This design comes from an exercise in tuning for a short achievable clock period and few clock cycles on the open sky130 flow, not from production work.
In this exercise RTL edits were held to simulation tests only and were not proved equivalent to the original.
The flow treats the clock pin as an ideal source, which a real chip does not have.

==> inputs of run a <==
// dcache_wt_direct
module dcache_wt_direct #(
  parameter int ADDR_W     = 16,
  parameter int INDEX_BITS = 6
) (
  input  logic               clk,
  input  logic               reset,
  input  logic [ADDR_W-1:0]  cpu_addr,
  input  logic               cpu_ren,
  input  logic               cpu_wen,
  input  logic [31:0]        cpu_wdata,
  input  logic [3:0]         cpu_bsel,
  output logic [31:0]        cpu_rdata,
  output logic               cpu_stall,
  output logic [ADDR_W-1:0]  mem_addr,
  output logic               mem_ren,
  output logic               mem_wen,
  output logic [31:0]        mem_wdata,
  output logic [3:0]         mem_bsel,
  input  logic [31:0]        mem_rdata,
  input  logic               mem_ready,
  output logic [31:0]        hit_count,
  output logic [31:0]        miss_count
);
Settings: LEC_CHECK=0, ABC_CLOCK_PERIOD_IN_PS=2500, CAP_MARGIN=20, CORE_MARGIN=2, CORE_UTILIZATION=45, SETUP_SLACK_MARGIN=3, SLEW_MARGIN=20, TNS_END_PERCENT=10; clock period 7.0 ns.
standard.sh (not shown) runs the stock make flow with config.mk's settings and CLKGATE_MAP_FILE= SYNTH_SCRIPT=/design/flow/synth_recipe.tcl, a recipe that flattens the netlist after the stock synthesis.
==> flow/flow/run.sh <==
#!/bin/bash
# Standard ORFS layout with two changes:
#  - the port buffers are plain buffers (buf_4, resizable) instead of the
#    delay cell buffer_ports picks by default;
#  - after CTS, an extra setup repair pass (without the footprint restriction,
#    over all endpoints) before global routing.
set -euo pipefail
export BUFFER_PORTS_ARGS="-buffer_cell sky130_fd_sc_hd__buf_4"
bash standard.sh cts > standard_cts.log 2>&1
openroad -no_init -exit flow/extra_repair.tcl > extra_repair.log 2>&1
bash standard.sh > standard_finish.log 2>&1
==> flow/flow/extra_repair.tcl <==
# Extra setup repair on the CTS result, then legalize and write it back.
set res orfs/results/$::env(FLOW_PLATFORM)/dcache_wt_direct/base
set plat $::env(FLOW_HOME)/platforms/$::env(FLOW_PLATFORM)
read_liberty $plat/lib/sky130_fd_sc_hd__tt_025C_1v80.lib
read_db $res/4_cts.odb
read_sdc $res/4_cts.sdc
source $plat/setRC.tcl
set_dont_use [list sky130_fd_sc_hd__probe_p_8 sky130_fd_sc_hd__probec_p_8 sky130_fd_sc_hd__lpflow_*]
set_propagated_clock [all_clocks]
estimate_parasitics -placement
report_worst_slack
repair_timing -setup -setup_margin 3.6 -repair_tns 100 -verbose
detailed_placement
check_placement -verbose
estimate_parasitics -placement
report_worst_slack
report_check_types -max_slew -max_capacitance -violators
write_db $res/4_cts.odb
==> inputs of run b, as changes to run a <==
--- a/flow/design.v
+++ b/flow/design.v
@@ -27,58 +27,48 @@
   logic [LINES-1:0]        valid;
   logic [TAG_W-1:0]        tag_arr  [LINES];
   logic [31:0]             data_arr [LINES];
   logic [ADDR_W-1:0]       wq_addr  [WQ];
   logic [31:0]             wq_data  [WQ];
   logic [3:0]              wq_bsel  [WQ];
   logic [WQ-1:0]           wq_vld;
   logic [WQ-1:0]           wq_lm;      
-  logic                    st_pend, f_pend;
-  logic [ADDR_W-1:0]       st_addr;
-  logic [31:0]             st_data;
-  logic [3:0]              st_bsel;
-  logic [INDEX_BITS-1:0]   f_idx;
-  logic [TAG_W-1:0]        f_tag;
-  logic [31:0]             f_data;
   logic                    s_idle;     
   logic                    s_hit;      
   logic                    s_miss;     
   logic                    s_wait;     
   logic [ADDR_W-1:0]       laddr;
   logic [31:0]             l_data;
   logic                    outst;      
   logic                    want_rd;    
   logic                    spec_ok;    
   logic                    full_busy;  
   logic [ADDR_W-1:0]       mem_addr_q;
-  logic [INDEX_BITS-1:0]   idx, lidx, sidx;
-  logic [TAG_W-1:0]        tag, ltag, stag;
+  logic [INDEX_BITS-1:0]   idx, lidx;
+  logic [TAG_W-1:0]        tag, ltag;
   logic                    is_load, is_store;
-  logic                    hit, retry, busfree, pop, spec_rd;
+  logic                    hit, busfree, pop, spec_rd;
   logic                    st_done, ld_done, lookup, fill;
   logic [LINES-1:0]        st_en;
   logic [WQ-1:0]           match, lm_src, av, alm, push;
   logic                    n_idle, n_miss, n_want;
   logic [ADDR_W-1:0]       n_laddr, n_head;
   assign idx      = cpu_addr[INDEX_BITS-1:0];
   assign tag      = cpu_addr[ADDR_W-1:INDEX_BITS];
   assign lidx     = laddr[INDEX_BITS-1:0];
   assign ltag     = laddr[ADDR_W-1:INDEX_BITS];
   assign is_store = cpu_wen;
   assign is_load  = cpu_ren && !cpu_wen;
   assign hit      = valid[idx] && (tag_arr[idx] == tag);
-  assign sidx     = st_addr[INDEX_BITS-1:0];
-  assign stag     = st_addr[ADDR_W-1:INDEX_BITS];
-  assign retry    = (st_pend && (sidx == idx)) || (f_pend && (f_idx == idx));
-  assign lookup   = s_idle && is_load && !retry;
+  assign lookup   = s_idle && is_load;
   assign fill     = s_wait && mem_ready;
   always_comb
     for (int i = 0; i < LINES; i++)
-      st_en[i] = st_pend && (sidx == i[INDEX_BITS-1:0]) && valid[i] && (tag_arr[i] == stag);
+      st_en[i] = st_done && (idx == i[INDEX_BITS-1:0]) && valid[i] && (tag_arr[i] == tag);
   assign busfree   = !outst || mem_ready;
   assign spec_rd   = spec_ok && is_load;
   assign mem_ren   = busfree && (want_rd || spec_rd);
   assign mem_wen   = busfree && !want_rd && wq_vld[0];
   assign pop       = mem_wen;
   assign mem_addr  = spec_ok ? cpu_addr : mem_addr_q;
   assign mem_wdata = wq_data[0];
   assign mem_bsel  = wq_bsel[0];
@@ -121,18 +111,16 @@
       s_wait     <= 1'b0;
       want_rd    <= 1'b0;
       spec_ok    <= 1'b1;
       full_busy  <= 1'b0;
       valid      <= '0;
       wq_vld     <= '0;
       wq_lm      <= '0;
       outst      <= 1'b0;
-      st_pend    <= 1'b0;
-      f_pend     <= 1'b0;
       hit_count  <= 32'd0;
       miss_count <= 32'd0;
     end else begin
       if (mem_ren || mem_wen) outst <= 1'b1;
       else if (mem_ready)     outst <= 1'b0;
       for (int k = 0; k < WQ; k++) begin
         wq_vld[k] <= av[k] || push[k];
         wq_lm[k]  <= alm[k];
@@ -140,19 +128,17 @@
       s_idle    <= n_idle;
       s_hit     <= lookup && hit;
       s_miss    <= n_miss;
       s_wait    <= (lookup && !hit && spec_rd && busfree) ||
                    (s_miss && mem_ren) || (s_wait && !mem_ready);
       want_rd   <= n_want;
       spec_ok   <= n_idle && !(|av) && !(|push);
       full_busy <= n_idle && (av[WQ-1] || push[WQ-1]) && (mem_ren || mem_wen || (outst && !mem_ready));
-      st_pend   <= st_done;
-      f_pend    <= fill;
-      if (f_pend) valid[f_idx] <= 1'b1;
+      if (fill) valid[lidx] <= 1'b1;
       if (s_hit) hit_count  <= hit_count + 32'd1;
       if (fill)  miss_count <= miss_count + 32'd1;
     end
   end
   always_ff @(posedge clk) begin
     for (int k = 0; k < WQ; k++) begin
       if (push[k]) begin
         wq_addr[k] <= cpu_addr;
@@ -164,28 +150,18 @@
         wq_bsel[k] <= wq_bsel[k + 1];
       end
     end
     mem_addr_q <= n_want ? n_laddr : n_head;
     if (lookup) begin
       laddr  <= cpu_addr;
       l_data <= data_arr[idx];
     end
-    if (st_done) begin
-      st_addr <= cpu_addr;
-      st_data <= cpu_wdata;
-      st_bsel <= cpu_bsel;
-    end
     if (fill) begin
-      f_idx  <= lidx;
-      f_tag  <= ltag;
-      f_data <= mem_rdata;
-    end
-    if (f_pend) begin
-      tag_arr[f_idx]  <= f_tag;
-      data_arr[f_idx] <= f_data;
+      tag_arr[lidx]  <= ltag;
+      data_arr[lidx] <= mem_rdata;
     end
     for (int i = 0; i < LINES; i++)
       if (st_en[i])
         for (int b = 0; b < 4; b++)
-          if (st_bsel[b]) data_arr[i][8*b +: 8] <= st_data[8*b +: 8];
+          if (cpu_bsel[b]) data_arr[i][8*b +: 8] <= cpu_wdata[8*b +: 8];
   end
 endmodule
==> flow/flow/run.sh (replaced) <==
#!/bin/bash
# Standard ORFS layout, except that the port buffers are plain buffers
# (buf_4, resizable) instead of the delay cell buffer_ports picks by default.
export BUFFER_PORTS_ARGS="-buffer_cell sky130_fd_sc_hd__buf_4"
bash standard.sh > standard.log 2>&1
Settings changed: CORE_UTILIZATION 45 to 60.
removed: flow/flow/extra_repair.tcl
==> reports/results.ini <==
[drt]
route.met3.wl_um = 68400

[global_route]
gr-usage-met2_pct = 61.4

[clocking]
cts_sinks = 3104

[floorplan]
start_util_pct = 60.3

[worst_setup_path]
critPathMostFrequentCell = buf_4
reg2reg_from = s_wait

[place]
routabilityCongestion = 1.04

[status]
status = finished clean

the above is filed under run b

==> reports/results.ini <==
[worst_setup_path]
reg2reg_from = f_idx[5]
critPathMostFrequentCell = clkbuf_16

[status]
status = finished clean

[yosys]
syn_area_um2 = 159000

[clocking]
cts_sinks = 3206

[drt]
route.met3.wl_um = 60500

[pwr]
power.share.sequential_pct = 50.4

the above is filed under run a

Testbench counts of run a, summed over its fixed seeds: cycles 63,513.
Testbench counts of run b, summed over its fixed seeds: cycles 63,298.

==> separate check: timing with driven ports <==
The flow's constraints put no driver on any port. The routed layouts listed below were extracted and timed again, unchanged, in two steps. Step 1 sets driving cells, clkbuf_16 on the clock port and buf_2 on the other inputs (assumed; they add their load-dependent delay and slew). Step 2, shift: input delay + t, output delay - t, t = (earliest + latest rising clock arrival at the registers) / 2. This alone moves slack from input paths to output paths. a / b / c = no drivers / after step 1 / after step 2; a / b = the first two.
run | t, ns | slack for setup (ns) | latest minus earliest clock arrival (ns) | worst data-port slew with drivers (ns) | pins driven straight from the clock port
run a | 1.067 | 3.042 / 2.773 / 1.706 | 0.076 / 0.076 | 0.50 | 1
run b | 1.055 | 2.665 / 2.556 / 1.501 | 0.049 / 0.048 | 0.35 | 1
After both steps every run listed still meets setup and hold. For run a, which loses most, drivers alone change the setup slack by -0.269 ns; drivers and shift together by -1.336 ns.
